This is an optimization exercise on Yosys and OpenROAD, whose aim is a short achievable clock period and few clock cycles, not a production implementation.
Function not checked in this run: the RTL went through the layout flow alone.
Power figures rest on the tool's default switching activity, not on a simulated workload.

`design/flow/design.v`:
```
package cpu_pkg;
    typedef logic [32-1:0]    word_t;      
    typedef logic [5-1:0] reg_idx_t;
    typedef logic [16-1:0]     imm_t;       
    typedef logic [5-1:0]   shamt_t;     
    typedef logic [6-1:0]      fn_t;
    typedef logic [4-1:0]  alu_op_t;
    typedef enum logic [6-1:0] {
        op_and  = 6'b000000,
        op_or   = 6'b000001,
        op_nor  = 6'b000010,
        op_xor  = 6'b000011,
        op_add  = 6'b000100,
        op_sub  = 6'b000101,
        op_andi = 6'b100000,
        op_ori  = 6'b100001,
        op_xori = 6'b100011,
        op_addi = 6'b100100,
        op_lw   = 6'b101000,
        op_sw   = 6'b101001,
        op_beq  = 6'b010101,
        op_bne  = 6'b110101,
        op_nop  = 6'b010011,
        op_halt = 6'b010111
    } opcode_e;
    typedef enum logic [2:0] {
        bus_pc,
        bus_reg,
        bus_imm,
        bus_alu,
        bus_membuf
    } bus_src_e;
    typedef enum logic [4:0] {
        fetch_addr, fetch_wait, decode,
        alu_op, alu_wb, imm_op, imm_wb,
        br_cmp, br_test, br_add, br_load,
        mem_addr, mem_mar, load_wait, load_wb, store_wait,
        done, fault
    } state_e;
endpackage
`timescale 1ns/1ps
module alu (
    input  logic [2:0]     op,
    input  cpu_pkg::word_t a,
    input  cpu_pkg::word_t b,
    output cpu_pkg::word_t y
);
    always_comb begin
        case (op)
            3'b000:  y = a & b;
            3'b001:  y = a | b;
            3'b010:  y = ~(a | b);
            3'b011:  y = a ^ b;
            3'b100:  y = a + b;
            default: y = a - b;
        endcase
    end
endmodule
`timescale 1ns/1ps
module register_file (
    input  logic              clk,
    input  logic              reset_b,
    input  logic              wr,
    input  cpu_pkg::reg_idx_t widx,
    input  cpu_pkg::word_t    wdata,
    input  cpu_pkg::reg_idx_t aidx,
    input  cpu_pkg::reg_idx_t bidx,
    output cpu_pkg::word_t    adata,
    output cpu_pkg::word_t    bdata
);
    cpu_pkg::word_t regs [1:32-1];
    always_ff @(posedge clk or negedge reset_b) begin
        if (!reset_b) begin
            for (int i = 1; i < 32; i++) begin
                regs[i] <= '0;
            end
        end else if (wr && widx != '0) begin
            regs[widx] <= wdata;
        end
    end
    cpu_pkg::word_t ard;
    cpu_pkg::word_t brd;
    assign ard = (aidx == '0) ? '0 : regs[aidx];
    assign brd = (bidx == '0) ? '0 : regs[bidx];
    assign adata = (wr && widx == aidx) ? wdata : ard;
    assign bdata = (wr && widx == bidx) ? wdata : brd;
endmodule
`timescale 1ns/1ps
module cpu (
    input  logic  clk,
    input  logic  reset_b,
    output cpu_pkg::word_t mem_addr,
    output cpu_pkg::word_t mem_wdata,
    output logic  mem_rd,
    output logic  mem_wr,
    input  cpu_pkg::word_t mem_rdata,
    input  logic  mem_ready,     
    output logic  complete,
    output logic  error
);
    localparam logic [2:0] K_ALU   = 3'd0;
    localparam logic [2:0] K_LD    = 3'd1;
    localparam logic [2:0] K_ST    = 3'd2;
    localparam logic [2:0] K_HALT  = 3'd3;
    localparam logic [2:0] K_FAULT = 3'd4;
    localparam logic [2:0] K_BR    = 3'd5;
    logic           p_rd;
    logic           p_wr;
    logic           p_fetch;         
    logic           p_disc;          
    cpu_pkg::word_t p_addr;
    cpu_pkg::word_t p_wdata;
    assign mem_rd    = p_rd;
    assign mem_wr    = p_wr;
    assign mem_addr  = p_addr;
    assign mem_wdata = p_wdata;
    logic p_free;                    
    logic f_ret;                     
    logic ld_ret;                    
    assign p_free = ~(p_rd | p_wr) | mem_ready;
    assign f_ret  = p_fetch & ~p_disc & mem_ready;
    assign ld_ret = p_rd & ~p_fetch & mem_ready;
    logic [5:0]        r_op;
    logic              r_br;
    logic              r_stop;
    logic              r_useb;
    cpu_pkg::reg_idx_t r_bidx;
    assign r_op   = mem_rdata[31:26];
    assign r_br   = (r_op[4:0] == 5'b10101);
    assign r_stop = (r_br & mem_rdata[15]) | (r_op == 6'b010111);
    assign r_bidx = (r_op[5:4] == 2'b00) ? mem_rdata[15:11] : mem_rdata[25:21];
    assign r_useb = (r_op[5:4] == 2'b00) | r_br | (r_op == 6'b101001);
    cpu_pkg::word_t    fpc;          
    logic              fstop;        
    logic              d_v, q_v;
    cpu_pkg::word_t    d_ir, q_ir;
    cpu_pkg::word_t    d_pc, q_pc;
    logic              d_useb, q_useb;
    cpu_pkg::reg_idx_t d_bidx, q_bidx;
    logic              d_pdone;      
    logic              e_v;
    logic [2:0]        e_kind;
    cpu_pkg::word_t    e_a;
    cpu_pkg::word_t    e_b;
    cpu_pkg::word_t    e_imm;
    logic [2:0]        e_op;
    cpu_pkg::shamt_t   e_sh;
    cpu_pkg::reg_idx_t e_rd;
    logic              e_iss;        
    logic              e_done;       
    logic              e_bne;
    logic              e_pred;       
    cpu_pkg::word_t    e_alt, e_alt1;    
    logic              w_v;
    cpu_pkg::reg_idx_t w_rd;
    cpu_pkg::word_t    w_raw;
    cpu_pkg::shamt_t   w_sh;
    cpu_pkg::word_t    w_val;
    logic [63:0]       w_dbl;
    logic              hz_pend;      
    logic              done_q;
    logic              fault_q;
    logic [5:0]        d_op;
    cpu_pkg::reg_idx_t d_r1, d_r2;
    logic d_isreg, d_isimm, d_islw, d_issw, d_isnop, d_ishalt, d_isbr, d_fault, d_usea;
    cpu_pkg::word_t    d_sext;
    assign d_op    = d_ir[31:26];
    assign d_r1    = d_ir[25:21];
    assign d_r2    = d_ir[20:16];
    assign d_sext  = {{(32-16){d_ir[15]}}, d_ir[15:0]};
    assign d_isreg = (d_op[5:3] == 3'b000) && (d_op[2:0] <= 3'd5);
    assign d_isimm = (d_op == 6'b100000) || (d_op == 6'b100001) ||
                     (d_op == 6'b100011) || (d_op == 6'b100100);
    assign d_islw  = (d_op == 6'b101000);
    assign d_issw  = (d_op == 6'b101001);
    assign d_isnop = (d_op == 6'b010011);
    assign d_ishalt = (d_op == 6'b010111);
    assign d_isbr  = (d_op[4:0] == 5'b10101);
    assign d_fault = ~(d_isreg | d_isimm | d_islw | d_issw | d_isnop | d_ishalt | d_isbr)
                   | (d_isreg && d_ir[5:0] != 6'b000000)
                   | ((d_isreg | d_isimm | d_islw) && d_r1 == '0);
    assign d_usea  = d_isreg | d_isimm | d_islw | d_issw | d_isbr;
    cpu_pkg::word_t ra, rb;
    register_file regs_i (
        .clk     (clk),
        .reset_b (reset_b),
        .wr      (w_v),
        .widx    (w_rd),
        .wdata   (w_val),
        .aidx    (d_r2),
        .bidx    (d_bidx),
        .adata   (ra),
        .bdata   (rb)
    );
    logic e_wreg, dep;
    assign e_wreg = e_v && (e_kind == K_ALU || (e_kind == K_LD && !e_done));
    assign dep    = e_wreg && ((d_usea && d_r2 == e_rd) || (d_useb && d_bidx == e_rd));
    logic e_stop, e_free;
    assign e_stop = e_v && (e_kind == K_HALT || e_kind == K_FAULT);
    assign e_free = !e_v || e_kind == K_ALU || e_kind == K_BR || (e_kind == K_ST && e_iss) ||
                    (e_kind == K_LD && e_done);
    logic hz_now;
    cpu_pkg::word_t flush_pc, flush_pc1;
    assign hz_now    = e_v && e_kind == K_ST && e_iss &&
                       ((d_v && d_pc == p_addr) || (q_v && q_pc == p_addr));
    assign flush_pc  = d_v ? d_pc : q_pc;
    assign flush_pc1 = flush_pc + 32'd1;
    logic mp;
    assign mp = e_v && e_kind == K_BR && (((e_a == e_b) ^ e_bne) != e_pred);
    logic d_act, d_go, d_leave, d_pred;
    cpu_pkg::word_t d_tgt, d_tgt1;
    assign d_act   = d_v && !hz_now && !hz_pend && !e_stop;
    assign d_go    = d_act && !d_isnop && !dep && e_free;
    assign d_leave = d_go || (d_act && d_isnop);
    assign d_pred  = d_act && d_isbr && d_ir[15] && !d_pdone;    
    assign d_tgt   = d_pc + d_sext + 32'd1;
    assign d_tgt1  = d_pc + d_sext + 32'd2;
    logic [1:0] n_after;
    logic f_allow, e_req, f_issue;
    cpu_pkg::word_t f_addr, f_addr1, e_addr, alu_y;
    assign n_after = 2'(d_v) + 2'(q_v) - 2'(d_leave) + 2'(f_ret);
    assign f_allow = !e_stop && !hz_now &&
                     (hz_pend || d_pred || (!fstop && !(f_ret && r_stop) && n_after <= 2'd1));
    assign f_addr  = hz_pend ? flush_pc  : d_pred ? d_tgt  : fpc;
    assign f_addr1 = hz_pend ? flush_pc1 : d_pred ? d_tgt1 : fpc + 32'd1;
    assign e_req   = e_v && (e_kind == K_LD || e_kind == K_ST) && !e_iss;
    assign e_addr  = e_a + e_imm;
    assign f_issue = p_free && !e_req && (mp || f_allow);
    alu alu_i (
        .op (e_op),
        .a  (e_a),
        .b  (e_b),
        .y  (alu_y)
    );
    assign w_dbl = {w_raw, w_raw} << w_sh;
    assign w_val = w_dbl[63:32];
    always_ff @(posedge clk or negedge reset_b) begin
        if (!reset_b) begin
            p_rd    <= 1'b1;             
            p_wr    <= 1'b0;
            p_fetch <= 1'b1;
            p_disc  <= 1'b0;
            p_addr  <= '0;
            fpc     <= 32'd1;
            fstop   <= 1'b0;
            d_v     <= 1'b0;
            q_v     <= 1'b0;
            d_pdone <= 1'b0;
            e_v     <= 1'b0;
            e_iss   <= 1'b0;
            e_done  <= 1'b0;
            w_v     <= 1'b0;
            hz_pend <= 1'b0;
            done_q  <= 1'b0;
            fault_q <= 1'b0;
        end else begin
            if (p_free) begin
                if (e_req) begin
                    p_rd    <= (e_kind == K_LD);
                    p_wr    <= (e_kind == K_ST);
                    p_fetch <= 1'b0;
                    p_addr  <= e_addr;
                end else if (mp || f_allow) begin
                    p_rd    <= 1'b1;
                    p_wr    <= 1'b0;
                    p_fetch <= 1'b1;
                    p_addr  <= mp ? e_alt : f_addr;
                end else begin
                    p_rd    <= 1'b0;
                    p_wr    <= 1'b0;
                    p_fetch <= 1'b0;
                end
                p_disc <= 1'b0;
            end else if (mp) begin
                p_disc <= 1'b1;          
            end
            if (mp) begin
                fpc   <= f_issue ? e_alt1 : e_alt;
                fstop <= 1'b0;
            end else begin
                if (f_issue) begin
                    fpc <= f_addr1;
                end else if (hz_pend || d_pred) begin
                    fpc <= f_addr;
                end
                if (hz_pend || d_pred) begin
                    fstop <= 1'b0;
                end else if (f_ret && r_stop) begin
                    fstop <= 1'b1;
                end
            end
            if (mp || hz_pend) begin
                d_v <= 1'b0;
                q_v <= 1'b0;
            end else if (d_v && !d_leave) begin
                if (!q_v && f_ret) begin
                    q_v <= 1'b1;
                end
            end else if (q_v) begin
                d_v <= 1'b1;
                q_v <= f_ret;
            end else begin
                d_v <= f_ret;
            end
            if (d_v && !d_leave) begin
                if (d_pred) d_pdone <= 1'b1;
            end else begin
                d_pdone <= 1'b0;
            end
            if (d_go) begin
                e_v    <= !mp;
                e_iss  <= 1'b0;
                e_done <= 1'b0;
            end else if (e_free) begin
                e_v    <= 1'b0;
            end else begin
                if (p_free && e_req) e_iss <= 1'b1;
                if (ld_ret) e_done <= 1'b1;
            end
            w_v <= (e_v && e_kind == K_ALU) || ld_ret;
            hz_pend <= hz_now;
            if (e_v && e_kind == K_HALT && (!(p_rd | p_wr) || mem_ready)) done_q <= 1'b1;
            if (e_v && e_kind == K_FAULT && (!(p_rd | p_wr) || mem_ready)) fault_q <= 1'b1;
        end
    end
    always_ff @(posedge clk) begin
        if (p_free && e_req) begin
            p_wdata <= e_b;
        end
        if (d_v && !d_leave) begin
            if (!q_v && f_ret) begin
                q_ir   <= mem_rdata;
                q_pc   <= p_addr;
                q_useb <= r_useb;
                q_bidx <= r_bidx;
            end
        end else if (q_v) begin
            d_ir   <= q_ir;
            d_pc   <= q_pc;
            d_useb <= q_useb;
            d_bidx <= q_bidx;
            q_ir   <= mem_rdata;
            q_pc   <= p_addr;
            q_useb <= r_useb;
            q_bidx <= r_bidx;
        end else begin
            d_ir   <= mem_rdata;
            d_pc   <= p_addr;
            d_useb <= r_useb;
            d_bidx <= r_bidx;
        end
        if (d_go) begin
            e_kind <= d_fault  ? K_FAULT :
                      d_ishalt ? K_HALT  :
                      d_isbr   ? K_BR    :
                      d_islw   ? K_LD    :
                      d_issw   ? K_ST    : K_ALU;
            e_a    <= ra;
            e_b    <= d_isimm ? d_sext : rb;
            e_imm  <= d_sext;
            e_op   <= d_op[2:0];
            e_sh   <= d_isreg ? d_ir[10:6] : '0;
            e_rd   <= d_r1;
            e_bne  <= d_op[5];
            e_pred <= d_ir[15];
            e_alt  <= d_ir[15] ? d_pc + 32'd1 : d_tgt;
            e_alt1 <= d_ir[15] ? d_pc + 32'd2 : d_tgt1;
        end
        if (e_v && e_kind == K_ALU) begin
            w_rd  <= e_rd;
            w_raw <= alu_y;
            w_sh  <= e_sh;
        end else begin
            w_rd  <= e_rd;
            w_raw <= mem_rdata;
            w_sh  <= '0;
        end
    end
    assign complete = done_q;
    assign error    = fault_q;
endmodule
```
`design/flow/flow/run.sh`:
```
#!/bin/bash
set -euo pipefail
bash standard.sh SETUP_SLACK_MARGIN=7 finish > standard.log 2>&1
```
`design/flow/standard.sh`:
```
#!/bin/bash
# synth_recipe.tcl (not shown) runs the flow's synth.tcl, then flattens the netlist and writes it again
# the make line also repeats each setting of config.mk as NAME=value (left out here)
make -C /OpenROAD-flow-scripts/flow DESIGN_CONFIG=/design/flow/config.mk WORK_HOME=/design/flow/orfs CLKGATE_MAP_FILE= SYNTH_SCRIPT=/design/flow/synth_recipe.tcl "${@:-finish}"
```
`design/flow/config.mk`:
```
export PLATFORM = sky130hd
export DESIGN_NAME = cpu
export DESIGN_NICKNAME = cpu
export VERILOG_FILES = /design/flow/design.v
export SDC_FILE = /design/flow/constraint.sdc
export NUM_CORES = 4
export LEC_CHECK = 0
export ABC_CLOCK_PERIOD_IN_PS = 3500
export CAP_MARGIN = 20
export CORE_MARGIN = 2
export CORE_UTILIZATION = 40
export SLEW_MARGIN = 20
```
`design/flow/constraint.sdc`:
```
create_clock -name core_clock -period 10.5 [get_ports {clk}]
set_input_delay 2.1000 -clock core_clock [delete_from_list [all_inputs] [get_ports {clk}]]
set_output_delay 2.1000 -clock core_clock [all_outputs]
set_load 0.01 [all_outputs]
```
==> impl_metrics.tcl <==
set metrics [dict create \
    synthArstFlopShare 0.741 \
    routabilityCongestion 1.01 \
    setup_ws_ns 5.99 \
    drv_slew 0 \
    clk_transition_reported_paths_ns 0.07 \
    nets 8917 \
    fmax_ghz 0.222 \
    vias 80489 \
    grt_pass1_wl_microns 568000 \
    maxCapViolCount 0 \
    crit_chain "buf_12, mux2i_1, a21oi_1, nand4_1, nor4_1, nand2_1, xnor2_1, nand2_1, a32oi_1, o41a_1, a31oi_1, a31oi_1" \
    yosysSeqAreaShare 0.468 \
    power.leakage_nw 39.0 \
    rsz0062_at_grt "true" \
    met3_usage 0.171 \
    ant_nets 0 \
    ys_ff_latch 1446 \
    skew_ns 0.0953 \
    io_pins 103 \
    cts.sinks 1446 \
    relSlewSlack 0.128 \
    antenna_found_initial 31 \
    gr-total-overflow 0 \
    avgViaCountPerCell 6.98 \
    ys.flop_type "dfrtp_1" \
    clk_latency_ns 0.87 \
    core.rowCount 164 \
    dr.pass1.iters 11 \
    ctsHoldBuffers 0 \
    grt_pass1_vias 73490 \
    finalSetupViolCount 0 \
    layout_min_cycle_time_ns 4.51 \
    critPathKind "reg -> reg" \
    grt_max_degree 160 \
    top_usage_layer "met2" \
    dp_slack_ns 4.73 \
    outcome "finished clean" \
    routed_wl_microns 415000 \
    fin_crit_sh 0.429 \
    critPathRequiredTime_ns 11.28 \
    tritoncts "done" \
    drive_gt1_frac 0.193 \
    syn2layout_area_growth_pct 21.3 \
    hp-class "reg -> reg" \
    synth_edf_count 333 \
    wire_per_inst_microns 36.0 \
    core_sq_um 200000 \
    htree_levels 4 \
    remaining_drc_errors 0 \
    fp.dieH_microns 452 \
    ir_drop_uv 270 \
    hold_viol 0 \
    die_w_microns 452 \
    synthesis.area_sq_um 80400 \
    synth_nets 8831 \
    max_slew.worst_pin.slew_ns 1.31 \
    cts_root_buf "clkbuf_16" \
    cp_data_arrival_time_ns 5.29 \
    syn_area_per_cell_sq_um 9.32 \
    cp_max_fo 51 \
    synth_warnings 4 \
    synthDistinctLibCells 99 \
    place.port_buffers 102 \
    tns_ns 0 \
    grt.total_usage 0.388 \
    cp-end-kind "flip-flop" \
    dieArea_sq_um 205000 \
    cts_made_buffers 162 \
    power_density_nw_per_um2 413 \
    use_met2 0.529 \
    worst_path_largest_cell_delay_ns 0.92 \
    critPathSlowestCell "nor4_1" \
    start_util 0.402 \
    gr-usage-met1 0.491 \
    synthCells 8626 \
    cp-start-kind "flip-flop" \
    dp_hpwl_microns 244000 \
    clockBufferDepth 3 \
    drtIter0Drc 15795 \
]
==> layout make-up <==
cell class	count	area (sq um)
Antenna cell	21	52.6
Sequential cell	1446	37700
Clock buffer	236	4750
Timing Repair Buffer	664	6560
Inverter	142	558
Timing Repair inverter	1	5.00
Fill cell	18346	102000
Clock inverter	65	791
Multi-Input combinational cell	6295	43800
Tap cell	2656	3320
==> worst paths after layout <==
path | start | slack [ns] | endpoint | depth (start not counted)
setup / recovery | d_v | 5.99 | fpc[29] | 12
hold / removal | d_ir[23] | 0.45 | e_rd[2] | 0
setup reg to reg | d_v | 5.99 | fpc[29] | 12
hold reg to reg | d_ir[23] | 0.45 | e_rd[2] | 0
max in group asynchronous | reset_b | 7.27 | regs_i.regs[23][9] | 3
min in group asynchronous | reset_b | 1.21 | fpc[7] | 1
==> synth_stat cells (all sizes together), types with 21 or more instances <==
cell	n	area (sq um)
a21oi	912	4560
ha	166	2080
inv	137	514
nand2	791	2970
and2	29	181
nor4	54	365
edfxtp	333	10000
a211oi	57	433
and3	49	307
o21ai	611	3060
mux4	32	721
nand3	137	686
dfxtp	42	841
dfrtp	1068	26700
buf	61	260
nor3	107	552
nor2	976	3670
o211ai	42	320
a22oi	314	2360
a22o	262	2290
a31oi	68	425
xor2	131	1150
a221oi	297	2600
o221ai	52	455
o21a	21	158
or3	35	219
clkbuf	683	2560
mux2i	101	1010
nor2b	27	169
a222oi	66	661
o21bai	25	188
nand2b	65	407
xnor2	184	1610
nand4	196	1230
mux2	154	1730
a21o	53	398
==> critical path: cells and delay by family (launching register included) <==
| kind | cells | cell delay, ns |
|---|---|---|
| xor gates and xnor gates | 1 | 0.24 |
| muxes | 1 | 0.27 |
| and+or+nand+nor | 4 | 1.90 |
| DFF | 1 | 0.38 |
| buffers and inverters | 1 | 0.29 |
| AOI/OAI and AO/OA | 5 | 1.35 |
==> cells in the final DEF, fill, tap and decap left out, drive strengths merged, types with 243 or more instances in the layout <==
cell	count
o21ai	611
nand2	791
dfrtp	1068
nor2	976
a21oi	912
a22o	262
a22oi	314
edfxtp	333
clkbuf	243
a221oi	297
buf	622
==> sequential cells by signal, indices dropped and copies added, names as in the netlist, 16 cells and up <==
register	count
e_imm	16
e_alt1	32
d_pc	32
q_pc	32
e_b	32
q_ir	32
e_alt	32
w_raw	32
fpc	32
p_wdata	32
d_ir	32
p_addr	32
regs_i.regs	992
e_a	32
==> per-layer routing <==
layer / up-vias / wire length (microns)
met5: - / 974
met4: 32 / 34700
met3: 2004 / 65300
met2: 7237 / 164000
met1: 38999 / 149000
li1: 32217 / -
==> kinds of logic after synthesis <==
group                    share of synthesized area
AO/OA/AOI/OAI                                0.241
AND/OR/NAND/NOR                              0.145
flip-flops                                   0.468
buffers and inverters                       0.0417
XOR/XNOR                                    0.0343
multiplexers                                0.0431
adder cells (fa/ha/maj)                     0.0268
==> power breakdown <==
group / switching [mW] / internal, mW
combinational: 15.2 / 8.46
sequential: 2.23 / 8.42
clock: 2.64 / 3.40
total: 20.0 / 20.3
==> timing repair <==
item,in CTS,in global routing
buffers inserted,236,113
gates cloned,15,7
endpoints found under the setup margin,992,983
pin swaps,133,104
gates resized for setup,840,323
==> metrics by stage <==
stage | hold WS, ns | utilization | power, mW | cells | cell area (sq um)
final | 0.453 | 0.488 | 40.3 | 11526 | 97500
after global routing | 0.470 | 0.488 | 41.3 | 11512 | 97500
after CTS | 0.454 | 0.474 | 37.4 | 11381 | 94700
after detailed placement | 0.429 | 0.423 | 28.2 | 10829 | 84600
after global placement | 0.430 | 0.423 | 28.0 | 10827 | 84600
after floorplan | 0.408 | - | 21.0 | 8626 | 81000

==> what the ideal ports hide <==
The flow's constraints put no driver on any port. The routed layout listed below was extracted and timed again, unchanged, in two steps.
Step 1: set_driving_cell puts a clkbuf_16 on clk and a buf_2 on each other input, an assumption about the parent block.
Step 2 adds t to the input delays and takes it off the output delays; t is the mean of the earliest and latest rising clock arrival at the registers after step 1. Input paths then give back, and output paths get back, about the clock's delay inside the block.
Three values: ideal ports, drivers, drivers and shift; two values: the first two.
shift t [ns]: 0.914
slack for setup (ns): 5.991 / 5.991 / 5.314
hold slack, ns: 0.453 / 0.453 / 0.453
After both steps this run still meets setup and hold. The setup slack of this run moves by 0.000 ns with the drivers and by -0.677 ns with both steps.
